From an optimization exercise on the open Yosys and OpenROAD flow, aimed at small area, a short achievable clock period and few clock cycles per item; shortcuts taken in it are not production practice. Where RTL was checked, it was by simulation tests only, not by an equivalence proof against the original. Function not checked in run 2: the RTL went through the layout flow alone. Power and IR drop assume default switching activity.

==> flow/design.v, too long to show whole: its modules and the start of the top module <==
// module csa_layer: 1633 lines
// module result_buffer: 91 lines
// module wallace_mult: 33 lines
module wallace_mult (
	input  logic                  clk,
	input  logic                  rst_n,
	input  logic                  in_valid,
	input  wallace_pkg::operand_t a,
	input  wallace_pkg::operand_t b,
	output logic                  in_credit,
	output logic                  out_valid,
	output wallace_pkg::product_t product,
	input  logic                  out_credit
);
  // ...
==> flow/run.sh <==
#!/bin/bash
# synth_recipe.tcl (not shown) runs the flow's synth.tcl, then flattens the netlist and writes it again
# the make line also repeats each setting of config.mk as NAME=value (left out here)
make -C /OpenROAD-flow-scripts/flow DESIGN_CONFIG=/design/flow/config.mk WORK_HOME=/design/flow/orfs CLKGATE_MAP_FILE= SYNTH_SCRIPT=/design/flow/synth_recipe.tcl finish
==> flow/config.mk <==
export PLATFORM = sky130hd
export DESIGN_NAME = wallace_mult
export DESIGN_NICKNAME = wallace_mult
export VERILOG_FILES = /design/flow/design.v
export SDC_FILE = /design/flow/constraint.sdc
export NUM_CORES = 4
export LEC_CHECK = 0
export ABC_AREA = 1
export CAP_MARGIN = 20
export CORE_MARGIN = 2
export CORE_UTILIZATION = 40
export CTS_CLUSTER_DIAMETER = 80
export CTS_CLUSTER_SIZE = 30
export SETUP_SLACK_MARGIN = 1.7
export SLEW_MARGIN = 20
==> flow/constraint.sdc <==
create_clock -name core_clock -period 4.0 [get_ports {clk}]
set_input_delay 0.8000 -clock core_clock [delete_from_list [all_inputs] [get_ports {clk}]]
set_output_delay 0.8000 -clock core_clock [all_outputs]
set_load 0.01 [all_outputs]
==> impl_metrics.ini, run 1 <==
[worst_setup_path]
reg2reg_slack_ns = 1.77
worst-path-stages = 1
crit_required_ns = 3.20
cp-end-kind = output pin

[layout]
area_share_nonclk_buffers = 0.0552
largest_reg_flops = 100
final_cell_mix = edfxtp_1 (285), inv_1 (248), nand2_1 (226)
design_area_um2 = 19600
nNonClkInverters = 282
clkCellAreaFrac = 0.0353
multi_input_gates = 979
multi_input_area_share = 0.356

[clock_tree]
cts_htree_levels = 1
clock_sinks = 301
cts_inserted_buffers = 20
cts_setup_buffers = 4

[pwr]
clkPwrFrac = 0.166
powerSeq_w = 0.00560
total_leakage_power_nw = 8.34
p_int_w = 0.00848
peakVddDrop_mv = 0.343

[routing]
viasPerCell = 4.94
wl_met2_mm = 18.2
routed.top_layer = met4
met1Wirelength_mm = 18.2

[synth]
yosysSeqAreaShare = 0.517
synth_area_leaders = edfxtp_1 (49%), fa_1 (7.5%), ha_1 (5.9%)
yosysUniqueCellTypes = 36
synth_commonest_cells = edfxtp_1 (285), inv_1 (263), nand2_1 (227)
yosysTopAreaCell = edfxtp_1
synth_seq_cells = 301

[timing]
tightest_slew_ns = 0.838

[placed_design]
dp_hpwl_mm = 28.3

[global_routing]
busiest_layer = met2
grt_max_degree = 65
antenna_found_initial = 0

[die]
die_w_um = 212

[outcome]
status = no timing/DRC/antenna violations
Testbench counts, summed over its fixed seeds: cycles 3,232, items 3,200.
==> run 2: changes to the inputs <==
--- a/flow/design.v
+++ b/flow/design.v
@@ -751,78 +751,78 @@
 	logic p5_q2;
 	logic g31_q2;
 	logic p31_q2;
 	logic G0_1_q2;
 	logic P0_1_q2;
 	logic y1_q2;
 	logic [62:0] st3_q;
 	logic p0_q3;
+	logic p7_q3;
 	logic g8_q3;
 	logic p8_q3;
 	logic p9_q3;
+	logic g10_q3;
 	logic p10_q3;
 	logic p11_q3;
 	logic g12_q3;
 	logic p12_q3;
+	logic g13_q3;
 	logic p13_q3;
 	logic g14_q3;
 	logic p14_q3;
+	logic g15_q3;
 	logic p15_q3;
 	logic g16_q3;
 	logic p16_q3;
+	logic g17_q3;
 	logic p17_q3;
 	logic g18_q3;
 	logic p18_q3;
+	logic g19_q3;
 	logic p19_q3;
 	logic g20_q3;
 	logic p20_q3;
+	logic g21_q3;
 	logic p21_q3;
 	logic g22_q3;
 	logic p22_q3;
+	logic g23_q3;
 	logic p23_q3;
 	logic g24_q3;
 	logic p24_q3;
+	logic g25_q3;
 	logic p25_q3;
 	logic g26_q3;
 	logic p26_q3;
 	logic p27_q3;
 	logic g28_q3;
 	logic p28_q3;
 	logic p29_q3;
 	logic p30_q3;
 	logic p31_q3;
 	logic G0_9_q3;
-	logic P0_9_q3;
-	logic G0_13_q3;
-	logic G0_15_q3;
-	logic G0_17_q3;
-	logic G0_19_q3;
-	logic G0_21_q3;
-	logic G0_23_q3;
-	logic G0_25_q3;
+	logic G0_11_q3;
 	logic G0_27_q3;
 	logic G0_29_q3;
 	logic P0_29_q3;
-	logic G1_10_q3;
-	logic P1_10_q3;
-	logic G1_11_q3;
-	logic P1_11_q3;
+	logic G1_3_q3;
+	logic G1_7_q3;
+	logic P1_7_q3;
 	logic G1_30_q3;
 	logic G1_31_q3;
 	logic P1_31_q3;
-	logic G2_7_q3;
+	logic G2_6_q3;
 	logic P2_7_q3;
 	logic y1_q3;
 	logic y2_q3;
 	logic y3_q3;
 	logic y4_q3;
 	logic y5_q3;
 	logic y6_q3;
-	logic y7_q3;
 	assign a3_0 = a3_w[0];
 	assign a3_1 = a3_w[1];
 	assign a3_2 = a3_w[2];
 	assign a3_3 = a3_w[3];
 	assign a3_4 = a3_w[4];
 	assign a3_5 = a3_w[5];
 	assign a3_6 = a3_w[6];
 	assign a3_7 = a3_w[7];
@@ -1205,138 +1205,138 @@
 	assign G0_1 = pp0_1 & g0;
 	assign P0_1 = pp0_1 & p0;
 	assign P0_3 = p3_q2 & pp0_2_q2;
 	assign G0_5 = g5_q2 | (p5_q2 & g4_q2);
 	assign P0_5 = p5_q2 & p4_q2;
 	assign G0_7 = g7 | (p7 & g6);
 	assign P0_7 = p7 & p6;
 	assign G0_9 = g9 | (p9 & g8);
-	assign P0_9 = p9 & p8;
+	assign P0_9 = p9_q3 & p8_q3;
 	assign G0_11 = g11 | (p11 & g10);
-	assign P0_11 = p11 & p10;
-	assign G0_13 = g13 | (p13 & g12);
+	assign P0_11 = p11_q3 & p10_q3;
+	assign G0_13 = g13_q3 | (p13_q3 & g12_q3);
 	assign P0_13 = p13_q3 & p12_q3;
-	assign G0_15 = g15 | (p15 & g14);
+	assign G0_15 = g15_q3 | (p15_q3 & g14_q3);
 	assign P0_15 = p15_q3 & p14_q3;
-	assign G0_17 = g17 | (p17 & g16);
+	assign G0_17 = g17_q3 | (p17_q3 & g16_q3);
 	assign P0_17 = p17_q3 & p16_q3;
-	assign G0_19 = g19 | (p19 & g18);
+	assign G0_19 = g19_q3 | (p19_q3 & g18_q3);
 	assign P0_19 = p19_q3 & p18_q3;
-	assign G0_21 = g21 | (p21 & g20);
+	assign G0_21 = g21_q3 | (p21_q3 & g20_q3);
 	assign P0_21 = p21_q3 & p20_q3;
-	assign G0_23 = g23 | (p23 & g22);
+	assign G0_23 = g23_q3 | (p23_q3 & g22_q3);
 	assign P0_23 = p23_q3 & p22_q3;
-	assign G0_25 = g25 | (p25 & g24);
+	assign G0_25 = g25_q3 | (p25_q3 & g24_q3);
 	assign P0_25 = p25_q3 & p24_q3;
 	assign G0_27 = g27 | (p27 & g26);
 	assign P0_27 = p27_q3 & p26_q3;
 	assign G0_29 = g29 | (p29 & g28);
 	assign P0_29 = p29 & p28;
 	assign G0_31 = g31_q2 | (p31_q2 & g30);
 	assign P0_31 = p31_q2 & p30;
 	assign G1_2 = pp0_2_q2 & G0_1_q2;
 	assign P1_2 = pp0_2_q2 & P0_1_q2;
 	assign G1_3 = g3_q2 | (P0_3 & G0_1_q2);
 	assign P1_3 = P0_3 & P0_1_q2;
 	assign G1_6 = g6 | (p6 & G0_5);
 	assign P1_6 = p6 & P0_5;
 	assign G1_7 = G0_7 | (P0_7 & G0_5);
 	assign P1_7 = P0_7 & P0_5;
-	assign G1_10 = g10 | (p10 & G0_9);
-	assign P1_10 = p10 & P0_9;
-	assign G1_11 = G0_11 | (P0_11 & G0_9);
+	assign G1_10 = g10_q3 | (p10_q3 & G0_9_q3);
+	assign P1_10 = p10_q3 & P0_9;
+	assign G1_11 = G0_11_q3 | (P0_11 & G0_9_q3);
 	assign P1_11 = P0_11 & P0_9;
-	assign G1_14 = g14_q3 | (p14_q3 & G0_13_q3);
+	assign G1_14 = g14_q3 | (p14_q3 & G0_13);
 	assign P1_14 = p14_q3 & P0_13;
-	assign G1_15 = G0_15_q3 | (P0_15 & G0_13_q3);
+	assign G1_15 = G0_15 | (P0_15 & G0_13);
 	assign P1_15 = P0_15 & P0_13;
-	assign G1_18 = g18_q3 | (p18_q3 & G0_17_q3);
+	assign G1_18 = g18_q3 | (p18_q3 & G0_17);
 	assign P1_18 = p18_q3 & P0_17;
-	assign G1_19 = G0_19_q3 | (P0_19 & G0_17_q3);
+	assign G1_19 = G0_19 | (P0_19 & G0_17);
 	assign P1_19 = P0_19 & P0_17;
-	assign G1_22 = g22_q3 | (p22_q3 & G0_21_q3);
+	assign G1_22 = g22_q3 | (p22_q3 & G0_21);
 	assign P1_22 = p22_q3 & P0_21;
-	assign G1_23 = G0_23_q3 | (P0_23 & G0_21_q3);
+	assign G1_23 = G0_23 | (P0_23 & G0_21);
 	assign P1_23 = P0_23 & P0_21;
-	assign G1_26 = g26_q3 | (p26_q3 & G0_25_q3);
+	assign G1_26 = g26_q3 | (p26_q3 & G0_25);
 	assign P1_26 = p26_q3 & P0_25;
-	assign G1_27 = G0_27_q3 | (P0_27 & G0_25_q3);
+	assign G1_27 = G0_27_q3 | (P0_27 & G0_25);
 	assign P1_27 = P0_27 & P0_25;
 	assign G1_30 = g30 | (p30 & G0_29);
 	assign P1_30 = p30_q3 & P0_29_q3;
 	assign G1_31 = G0_31 | (P0_31 & G0_29);
 	assign P1_31 = P0_31 & P0_29;
 	assign G2_4 = g4_q2 | (p4_q2 & G1_3);
 	assign P2_4 = p4_q2 & P1_3;
 	assign G2_5 = G0_5 | (P0_5 & G1_3);
 	assign P2_5 = P0_5 & P1_3;
 	assign G2_6 = G1_6 | (P1_6 & G1_3);
 	assign P2_6 = P1_6 & P1_3;
-	assign G2_7 = G1_7 | (P1_7 & G1_3);
+	assign G2_7 = G1_7_q3 | (P1_7_q3 & G1_3_q3);
 	assign P2_7 = P1_7 & P1_3;
-	assign G2_12 = g12_q3 | (p12_q3 & G1_11_q3);
-	assign P2_12 = p12_q3 & P1_11_q3;
-	assign G2_13 = G0_13_q3 | (P0_13 & G1_11_q3);
-	assign P2_13 = P0_13 & P1_11_q3;
-	assign G2_14 = G1_14 | (P1_14 & G1_11_q3);
-	assign P2_14 = P1_14 & P1_11_q3;
-	assign G2_15 = G1_15 | (P1_15 & G1_11_q3);
-	assign P2_15 = P1_15 & P1_11_q3;
+	assign G2_12 = g12_q3 | (p12_q3 & G1_11);
+	assign P2_12 = p12_q3 & P1_11;
+	assign G2_13 = G0_13 | (P0_13 & G1_11);
+	assign P2_13 = P0_13 & P1_11;
+	assign G2_14 = G1_14 | (P1_14 & G1_11);
+	assign P2_14 = P1_14 & P1_11;
+	assign G2_15 = G1_15 | (P1_15 & G1_11);
+	assign P2_15 = P1_15 & P1_11;
 	assign G2_20 = g20_q3 | (p20_q3 & G1_19);
 	assign P2_20 = p20_q3 & P1_19;
-	assign G2_21 = G0_21_q3 | (P0_21 & G1_19);
+	assign G2_21 = G0_21 | (P0_21 & G1_19);
 	assign P2_21 = P0_21 & P1_19;
 	assign G2_22 = G1_22 | (P1_22 & G1_19);
 	assign P2_22 = P1_22 & P1_19;
 	assign G2_23 = G1_23 | (P1_23 & G1_19);
 	assign P2_23 = P1_23 & P1_19;
 	assign G2_28 = g28_q3 | (p28_q3 & G1_27);
 	assign P2_28 = p28_q3 & P1_27;
 	assign G2_29 = G0_29_q3 | (P0_29_q3 & G1_27);
 	assign P2_29 = P0_29_q3 & P1_27;
 	assign G2_30 = G1_30_q3 | (P1_30 & G1_27);
 	assign P2_30 = P1_30 & P1_27;
 	assign G2_31 = G1_31_q3 | (P1_31_q3 & G1_27);
 	assign P2_31 = P1_31_q3 & P1_27;
-	assign G3_8 = g8_q3 | (p8_q3 & G2_7_q3);
-	assign P3_8 = p8 & P2_7;
-	assign G3_9 = G0_9_q3 | (P0_9_q3 & G2_7_q3);
-	assign P3_9 = P0_9 & P2_7;
-	assign G3_10 = G1_10_q3 | (P1_10_q3 & G2_7_q3);
-	assign P3_10 = P1_10 & P2_7;
-	assign G3_11 = G1_11_q3 | (P1_11_q3 & G2_7_q3);
-	assign P3_11 = P1_11 & P2_7;
-	assign G3_12 = G2_12 | (P2_12 & G2_7_q3);
+	assign G3_8 = g8_q3 | (p8_q3 & G2_7);
+	assign P3_8 = p8_q3 & P2_7_q3;
+	assign G3_9 = G0_9_q3 | (P0_9 & G2_7);
+	assign P3_9 = P0_9 & P2_7_q3;
+	assign G3_10 = G1_10 | (P1_10 & G2_7);
+	assign P3_10 = P1_10 & P2_7_q3;
+	assign G3_11 = G1_11 | (P1_11 & G2_7);
+	assign P3_11 = P1_11 & P2_7_q3;
+	assign G3_12 = G2_12 | (P2_12 & G2_7);
 	assign P3_12 = P2_12 & P2_7_q3;
-	assign G3_13 = G2_13 | (P2_13 & G2_7_q3);
+	assign G3_13 = G2_13 | (P2_13 & G2_7);
 	assign P3_13 = P2_13 & P2_7_q3;
-	assign G3_14 = G2_14 | (P2_14 & G2_7_q3);
+	assign G3_14 = G2_14 | (P2_14 & G2_7);
 	assign P3_14 = P2_14 & P2_7_q3;
-	assign G3_15 = G2_15 | (P2_15 & G2_7_q3);
+	assign G3_15 = G2_15 | (P2_15 & G2_7);
 	assign P3_15 = P2_15 & P2_7_q3;
 	assign G3_24 = g24_q3 | (p24_q3 & G2_23);
 	assign P3_24 = p24_q3 & P2_23;
-	assign G3_25 = G0_25_q3 | (P0_25 & G2_23);
+	assign G3_25 = G0_25 | (P0_25 & G2_23);
 	assign P3_25 = P0_25 & P2_23;
 	assign G3_26 = G1_26 | (P1_26 & G2_23);
 	assign P3_26 = P1_26 & P2_23;
 	assign G3_27 = G1_27 | (P1_27 & G2_23);
 	assign P3_27 = P1_27 & P2_23;
 	assign G3_28 = G2_28 | (P2_28 & G2_23);
 	assign P3_28 = P2_28 & P2_23;
 	assign G3_29 = G2_29 | (P2_29 & G2_23);
 	assign P3_29 = P2_29 & P2_23;
 	assign G3_30 = G2_30 | (P2_30 & G2_23);
 	assign P3_30 = P2_30 & P2_23;
 	assign G3_31 = G2_31 | (P2_31 & G2_23);
 	assign P3_31 = P2_31 & P2_23;
 	assign G4_16 = g16_q3 | (p16_q3 & G3_15);
 	assign P4_16 = p16_q3 & P3_15;
-	assign G4_17 = G0_17_q3 | (P0_17 & G3_15);
+	assign G4_17 = G0_17 | (P0_17 & G3_15);
 	assign P4_17 = P0_17 & P3_15;
 	assign G4_18 = G1_18 | (P1_18 & G3_15);
 	assign P4_18 = P1_18 & P3_15;
 	assign G4_19 = G1_19 | (P1_19 & G3_15);
 	assign P4_19 = P1_19 & P3_15;
 	assign G4_20 = G2_20 | (P2_20 & G3_15);
 	assign P4_20 = P2_20 & P3_15;
 	assign G4_21 = G2_21 | (P2_21 & G3_15);
@@ -1362,18 +1362,18 @@
 	assign G4_31 = G3_31 | (P3_31 & G3_15);
 	assign P4_31 = P3_31 & P3_15;
 	assign y1 = pp0_1 ^ g0;
 	assign y2 = pp0_2_q2 ^ G0_1_q2;
 	assign y3 = p3_q2 ^ G1_2;
 	assign y4 = p4_q2 ^ G1_3;
 	assign y5 = p5_q2 ^ G2_4;
 	assign y6 = p6 ^ G2_5;
-	assign y7 = p7 ^ G2_6;
-	assign y8 = p8_q3 ^ G2_7_q3;
+	assign y7 = p7_q3 ^ G2_6_q3;
+	assign y8 = p8_q3 ^ G2_7;
 	assign y9 = p9_q3 ^ G3_8;
 	assign y10 = p10_q3 ^ G3_9;
 	assign y11 = p11_q3 ^ G3_10;
 	assign y12 = p12_q3 ^ G3_11;
 	assign y13 = p13_q3 ^ G3_12;
 	assign y14 = p14_q3 ^ G3_13;
 	assign y15 = p15_q3 ^ G3_14;
 	assign y16 = p16_q3 ^ G3_15;
@@ -1564,83 +1564,83 @@
 	assign p5_q2 = st2_q[96];
 	assign g31_q2 = st2_q[97];
 	assign p31_q2 = st2_q[98];
 	assign G0_1_q2 = st2_q[99];
 	assign P0_1_q2 = st2_q[100];
 	assign y1_q2 = st2_q[101];
 	always_ff @(posedge clk) begin
 		if (en[2]) begin
-			st3_q <= {y7, y6, y5, y4, y3, y2, y1_q2, P2_7, G2_7, P1_31, G1_31, G1_30, P1_11, G1_11, P1_10, G1_10, P0_29, G0_29, G0_27, G0_25, G0_23, G0_21, G0_19, G0_17, G0_15, G0_13, P0_9, G0_9, p31_q2, p30, p29, p28, g28, p27, p26, g26, p25, p24, g24, p23, p22, g22, p21, p20, g20, p19, p18, g18, p17, p16, g16, p15, p14, g14, p13, p12, g12, p11, p10, p9, p8, g8, p0_q2};
+			st3_q <= {y6, y5, y4, y3, y2, y1_q2, P2_7, G2_6, P1_31, G1_31, G1_30, P1_7, G1_7, G1_3, P0_29, G0_29, G0_27, G0_11, G0_9, p31_q2, p30, p29, p28, g28, p27, p26, g26, p25, g25, p24, g24, p23, g23, p22, g22, p21, g21, p20, g20, p19, g19, p18, g18, p17, g17, p16, g16, p15, g15, p14, g14, p13, g13, p12, g12, p11, p10, g10, p9, p8, g8, p7, p0_q2};
 		end
 	end
 	assign p0_q3 = st3_q[0];
-	assign g8_q3 = st3_q[1];
-	assign p8_q3 = st3_q[2];
-	assign p9_q3 = st3_q[3];
-	assign p10_q3 = st3_q[4];
-	assign p11_q3 = st3_q[5];
-	assign g12_q3 = st3_q[6];
-	assign p12_q3 = st3_q[7];
-	assign p13_q3 = st3_q[8];
-	assign g14_q3 = st3_q[9];
-	assign p14_q3 = st3_q[10];
-	assign p15_q3 = st3_q[11];
-	assign g16_q3 = st3_q[12];
-	assign p16_q3 = st3_q[13];
-	assign p17_q3 = st3_q[14];
-	assign g18_q3 = st3_q[15];
-	assign p18_q3 = st3_q[16];
-	assign p19_q3 = st3_q[17];
-	assign g20_q3 = st3_q[18];
-	assign p20_q3 = st3_q[19];
-	assign p21_q3 = st3_q[20];
-	assign g22_q3 = st3_q[21];
-	assign p22_q3 = st3_q[22];
-	assign p23_q3 = st3_q[23];
-	assign g24_q3 = st3_q[24];
-	assign p24_q3 = st3_q[25];
-	assign p25_q3 = st3_q[26];
-	assign g26_q3 = st3_q[27];
-	assign p26_q3 = st3_q[28];
-	assign p27_q3 = st3_q[29];
-	assign g28_q3 = st3_q[30];
-	assign p28_q3 = st3_q[31];
-	assign p29_q3 = st3_q[32];
-	assign p30_q3 = st3_q[33];
-	assign p31_q3 = st3_q[34];
-	assign G0_9_q3 = st3_q[35];
-	assign P0_9_q3 = st3_q[36];
-	assign G0_13_q3 = st3_q[37];
-	assign G0_15_q3 = st3_q[38];
-	assign G0_17_q3 = st3_q[39];
-	assign G0_19_q3 = st3_q[40];
-	assign G0_21_q3 = st3_q[41];
-	assign G0_23_q3 = st3_q[42];
-	assign G0_25_q3 = st3_q[43];
-	assign G0_27_q3 = st3_q[44];
-	assign G0_29_q3 = st3_q[45];
-	assign P0_29_q3 = st3_q[46];
-	assign G1_10_q3 = st3_q[47];
-	assign P1_10_q3 = st3_q[48];
-	assign G1_11_q3 = st3_q[49];
-	assign P1_11_q3 = st3_q[50];
-	assign G1_30_q3 = st3_q[51];
-	assign G1_31_q3 = st3_q[52];
-	assign P1_31_q3 = st3_q[53];
-	assign G2_7_q3 = st3_q[54];
-	assign P2_7_q3 = st3_q[55];
-	assign y1_q3 = st3_q[56];
-	assign y2_q3 = st3_q[57];
-	assign y3_q3 = st3_q[58];
-	assign y4_q3 = st3_q[59];
-	assign y5_q3 = st3_q[60];
-	assign y6_q3 = st3_q[61];
-	assign y7_q3 = st3_q[62];
-	assign product = {y31, y30, y29, y28, y27, y26, y25, y24, y23, y22, y21, y20, y19, y18, y17, y16, y15, y14, y13, y12, y11, y10, y9, y8, y7_q3, y6_q3, y5_q3, y4_q3, y3_q3, y2_q3, y1_q3, p0_q3};
+	assign p7_q3 = st3_q[1];
+	assign g8_q3 = st3_q[2];
+	assign p8_q3 = st3_q[3];
+	assign p9_q3 = st3_q[4];
+	assign g10_q3 = st3_q[5];
+	assign p10_q3 = st3_q[6];
+	assign p11_q3 = st3_q[7];
+	assign g12_q3 = st3_q[8];
+	assign p12_q3 = st3_q[9];
+	assign g13_q3 = st3_q[10];
+	assign p13_q3 = st3_q[11];
+	assign g14_q3 = st3_q[12];
+	assign p14_q3 = st3_q[13];
+	assign g15_q3 = st3_q[14];
+	assign p15_q3 = st3_q[15];
+	assign g16_q3 = st3_q[16];
+	assign p16_q3 = st3_q[17];
+	assign g17_q3 = st3_q[18];
+	assign p17_q3 = st3_q[19];
+	assign g18_q3 = st3_q[20];
+	assign p18_q3 = st3_q[21];
+	assign g19_q3 = st3_q[22];
+	assign p19_q3 = st3_q[23];
+	assign g20_q3 = st3_q[24];
+	assign p20_q3 = st3_q[25];
+	assign g21_q3 = st3_q[26];
+	assign p21_q3 = st3_q[27];
+	assign g22_q3 = st3_q[28];
+	assign p22_q3 = st3_q[29];
+	assign g23_q3 = st3_q[30];
+	assign p23_q3 = st3_q[31];
+	assign g24_q3 = st3_q[32];
+	assign p24_q3 = st3_q[33];
+	assign g25_q3 = st3_q[34];
+	assign p25_q3 = st3_q[35];
+	assign g26_q3 = st3_q[36];
+	assign p26_q3 = st3_q[37];
+	assign p27_q3 = st3_q[38];
+	assign g28_q3 = st3_q[39];
+	assign p28_q3 = st3_q[40];
+	assign p29_q3 = st3_q[41];
+	assign p30_q3 = st3_q[42];
+	assign p31_q3 = st3_q[43];
+	assign G0_9_q3 = st3_q[44];
+	assign G0_11_q3 = st3_q[45];
+	assign G0_27_q3 = st3_q[46];
+	assign G0_29_q3 = st3_q[47];
+	assign P0_29_q3 = st3_q[48];
+	assign G1_3_q3 = st3_q[49];
+	assign G1_7_q3 = st3_q[50];
+	assign P1_7_q3 = st3_q[51];
+	assign G1_30_q3 = st3_q[52];
+	assign G1_31_q3 = st3_q[53];
+	assign P1_31_q3 = st3_q[54];
+	assign G2_6_q3 = st3_q[55];
+	assign P2_7_q3 = st3_q[56];
+	assign y1_q3 = st3_q[57];
+	assign y2_q3 = st3_q[58];
+	assign y3_q3 = st3_q[59];
+	assign y4_q3 = st3_q[60];
+	assign y5_q3 = st3_q[61];
+	assign y6_q3 = st3_q[62];
+	assign product = {y31, y30, y29, y28, y27, y26, y25, y24, y23, y22, y21, y20, y19, y18, y17, y16, y15, y14, y13, y12, y11, y10, y9, y8, y7, y6_q3, y5_q3, y4_q3, y3_q3, y2_q3, y1_q3, p0_q3};
 endmodule
 module result_buffer #(
 	parameter int NS = 2
 ) (
 	input  logic                  clk,
 	input  logic                  rst_n,
 	input  logic                  in_valid,
 	input  wallace_pkg::product_t push_data,
--- a/flow/config.mk
+++ b/flow/config.mk
@@ -6,10 +6,10 @@
 export NUM_CORES = 4
 export LEC_CHECK = 0
 export ABC_AREA = 1
 export CAP_MARGIN = 20
 export CORE_MARGIN = 2
 export CORE_UTILIZATION = 40
 export CTS_CLUSTER_DIAMETER = 80
 export CTS_CLUSTER_SIZE = 30
-export SETUP_SLACK_MARGIN = 1.7
+export SETUP_SLACK_MARGIN = 1.8
 export SLEW_MARGIN = 20
==> impl_metrics.ini, run 2 <==
[die]
start_util = 0.404
fp.dieH_um = 209
rows = 75
dieArea_um2 = 43900
ios = 70
core-area_um2 = 41800
die_w_um = 209

[routing]
drtAntennaViolNets = 0
drtIter0Drc = 930
detail_route.wl_per_cell_um = 17.8
drt-total-wl_mm = 38.2
viasPerCell = 5.34
drc = 0
drt-pass1-iter-count = 6
vias = 11400

[clock_tree]
clkLatencyLatePin_ns = 0.52
cts_hold_buf = 0
cts-root-buf = clkbuf_16
cts_htree_levels = 1
cts.clk_slew.worst_paths_ns = 0.11
cts_tree = yes
cts_inserted_buffers = 16
clock_sinks = 301
clockBufferDepth = 3

[layout]
insertedDiodeCount = 0
fillCellCount = 3624
layout.nets = 1776
largest_reg_flops = 100
mostFrequentLayoutCell = edfxtp_1
post_route_cells_drive_above_1_share = 0.180
regMostFlops = u_csa.st2_q
area_delta_synth_final_pct = 18.6
reg_top3 = u_csa.st2_q (100), u_result_buffer.mem (64), u_csa.st1_q (61)
design_area_um2 = 20000
final_cell_mix = edfxtp_1 (285), nand2_1 (230), inv_1 (119)

[synth]
synth_mux_area_frac = 0
synth_nets = 1640
synth_seq_cells = 301
synth_area_leaders = edfxtp_1 (51%), fa_1 (7.7%), ha_1 (6.0%)
ys.flop_type = edfxtp_1
yosysSeqAreaShare = 0.531
netlist_instances = 1458
yosysUniqueCellTypes = 44
synth-compound-area-share = 0.101
netlist_area_um2 = 16900
synthAdderAreaFrac = 0.137
synth_most_common_cell = edfxtp_1
yosys.area_share.simple = 0.103
synth-xor-area-share = 0.0628
ys_async_sr_fraction = 0.0532
ys_warn_count = 2
synth_top_family_by_area = adder cells
synth_edf_count = 285
synth.top_cell.area_share = 0.507
syn_area_per_cell_um2 = 11.6
synth_commonest_cells = edfxtp_1 (285), nand2_1 (233), inv_1 (149)
yosysTopAreaCell = edfxtp_1

[worst_setup_path]
start_kind = flop
cp-end-kind = flop
worstPathArrival_ns = 2.49
critPathKind = flop to flop
crit_required_ns = 4.25
critPathMaxFanout = 6

[pwr]
peakVddDrop_mv = 0.291
total_leakage_power_nw = 8.12
p_per_area_nw_per_um2 = 641
p_total_w = 0.0128

[placed_design]
dp_hpwl_mm = 26.5
port-buffer-count = 69
placed_cell_area_um2 = 17800
gp_congestion = 0.938

[timing]
finalClockSkew_ns = 0.0194
finalSetupTns_ns = 0
hold_violations = 0
tightest_slew_ns = 0.777
fin_crit_sh = 0.560
fmax_ghz = 0.446
relSlewSlack = 0.482
fin_crit_ns = 2.24
drv_slew = 0
rsz0062_at_grt = yes
finalSetupViolCount = 0

[global_routing]
grt_pass1_vias = 11000
antenna_found_initial = 1
grt_pass1_wl_mm = 60.0
grt_max_degree = 101
overflow = 0
grt_usage = 0.172

[outcome]
status = no timing/DRC/antenna violations

[min_path]
min_path_type = flop to flop

[job]
maxCapViolations = 0
run 2: changes by cell type in the layout (fill, tap and decap cells not counted), moves of 41 or more:
cell | before | now
clkdlybuf4s50_1 | 64 | 23
inv_1 | 248 | 119
o22ai_1 | 160 | 84
a221oi_1 | 0 | 50
buf_4 | 36 | 111
nor2_1 | 127 | 51
run 2: logic make-up (layout without fill, tap and decap cells):
group,Yosys count,after routing
simple gates,397,397
flops,301,301
compound gates,247,249
buf+inv,246,390
fa+ha+maj,146,146
xor+xnor,121,121
run 2: what timing repair did:
| item | CTS | global route |
|---|---|---|
| setup buffers | 57 | 72 |
| gates resized for setup | 76 | 57 |
| endpoints found under the setup margin | 183 | 169 |
| pin swaps | 5 | 9 |
| cloned | 4 | 2 |
run 2: cell type report:
cell class              instances  area [µm²]  area share
flip-flops and latches        301        8960       0.448
well taps                     539         674      0.0337
repair buffers                202        1900      0.0950
repair inverters                4        25.0     0.00125
clock buffers                  19         433      0.0216
inverters                     156         683      0.0341
multi-input cells             913        7210       0.360
clock inverters                 9         118     0.00588
run 2: worst max-delay path, cell delays in order, from the launching register on:
cell	delay, ns
edfxtp_1	0.50
clkinvlp_2	0.40
o22ai_1	0.27
a221oi_2	0.08
xor2_2	0.17
fa_1	0.55
run 2: final timing paths:
check | slack (ns) | end | cells after the start | startpoint
setup / recovery | 1.76 | u_csa.st2_q[46]$_DFFE_PP_ | 5 | u_csa.st1_q[56]$_DFFE_PP_
hold / removal | 0.42 | u_csa.st3_q[0]$_DFFE_PP_ | 0 | u_csa.st2_q[90]$_DFFE_PP_
setup reg to reg | 1.76 | u_csa.st2_q[46]$_DFFE_PP_ | 5 | u_csa.st1_q[56]$_DFFE_PP_
hold reg to reg | 0.42 | u_csa.st3_q[0]$_DFFE_PP_ | 0 | u_csa.st2_q[90]$_DFFE_PP_
max in group asynchronous | 2.76 | u_result_buffer.in_credit$_DFF_PN0_ | 1 | rst_n
min in group asynchronous | 0.72 | u_result_buffer.valid[2]$_DFF_PN0_ | 1 | rst_n
run 2: layer usage:
metal	part of all wire	up-vias	GRT usage	wire, µm
met5	0.00034	-	0	13
li1	-	5421	-	-
met1	0.43	5312	0.232	16300
met3	0.079	143	0.0292	3020
met4	0.048	2	0.0655	1830
met2	0.45	557	0.280	17100
run 2: per-stage QoR:
step	util	worst slack (ns)	hold WS (ns)	std cells
2_1_floorplan	-	1.23	0.400	1458
3_3_place_gp	0.426	1.12	0.411	1980
3_5_place_dp	0.426	1.09	0.411	1980
4_1_cts	0.456	1.80	0.428	2069
5_1_grt	0.479	1.72	0.439	2143
6_report	0.479	1.76	0.421	2143
run 2: power breakdown:
group	switching, W	internal, W
logic	0.00305	0.00224
clock network	0.00105	0.000837
registers	0.000519	0.00514
total	0.00462	0.00821

[port drivers added, routing unchanged]
In the flow no input, the clock included, has a driving cell. The finished layouts below were timed again as built, in two steps. Step 1 sets driving cells, clkbuf_16 on the clock port and buf_2 on the other inputs (assumed; they add their load-dependent delay and slew). Step 2 also shifts input and output timing later by t, the mid clock arrival at the registers, as if the neighbouring blocks saw the same clock. Slacks: ideal ports / drivers / drivers and shift; pairs: ideal ports / drivers.
run	t, ns	setup slack, ns	worst setup path at the end	worst register clock-pin slew, ns	worst data-port slew with drivers (ns)
run 1	0.581	1.760 / 1.709 / 1.252	input to register	0.10 / 0.10	0.04
run 2	0.562	1.760 / 1.760 / 1.356	input to register	0.11 / 0.11	0.05
After both steps setup and hold are still met in every run listed. The setup slack of run 1, which loses most, moves by -0.051 ns with the drivers and by -0.508 ns with both steps.
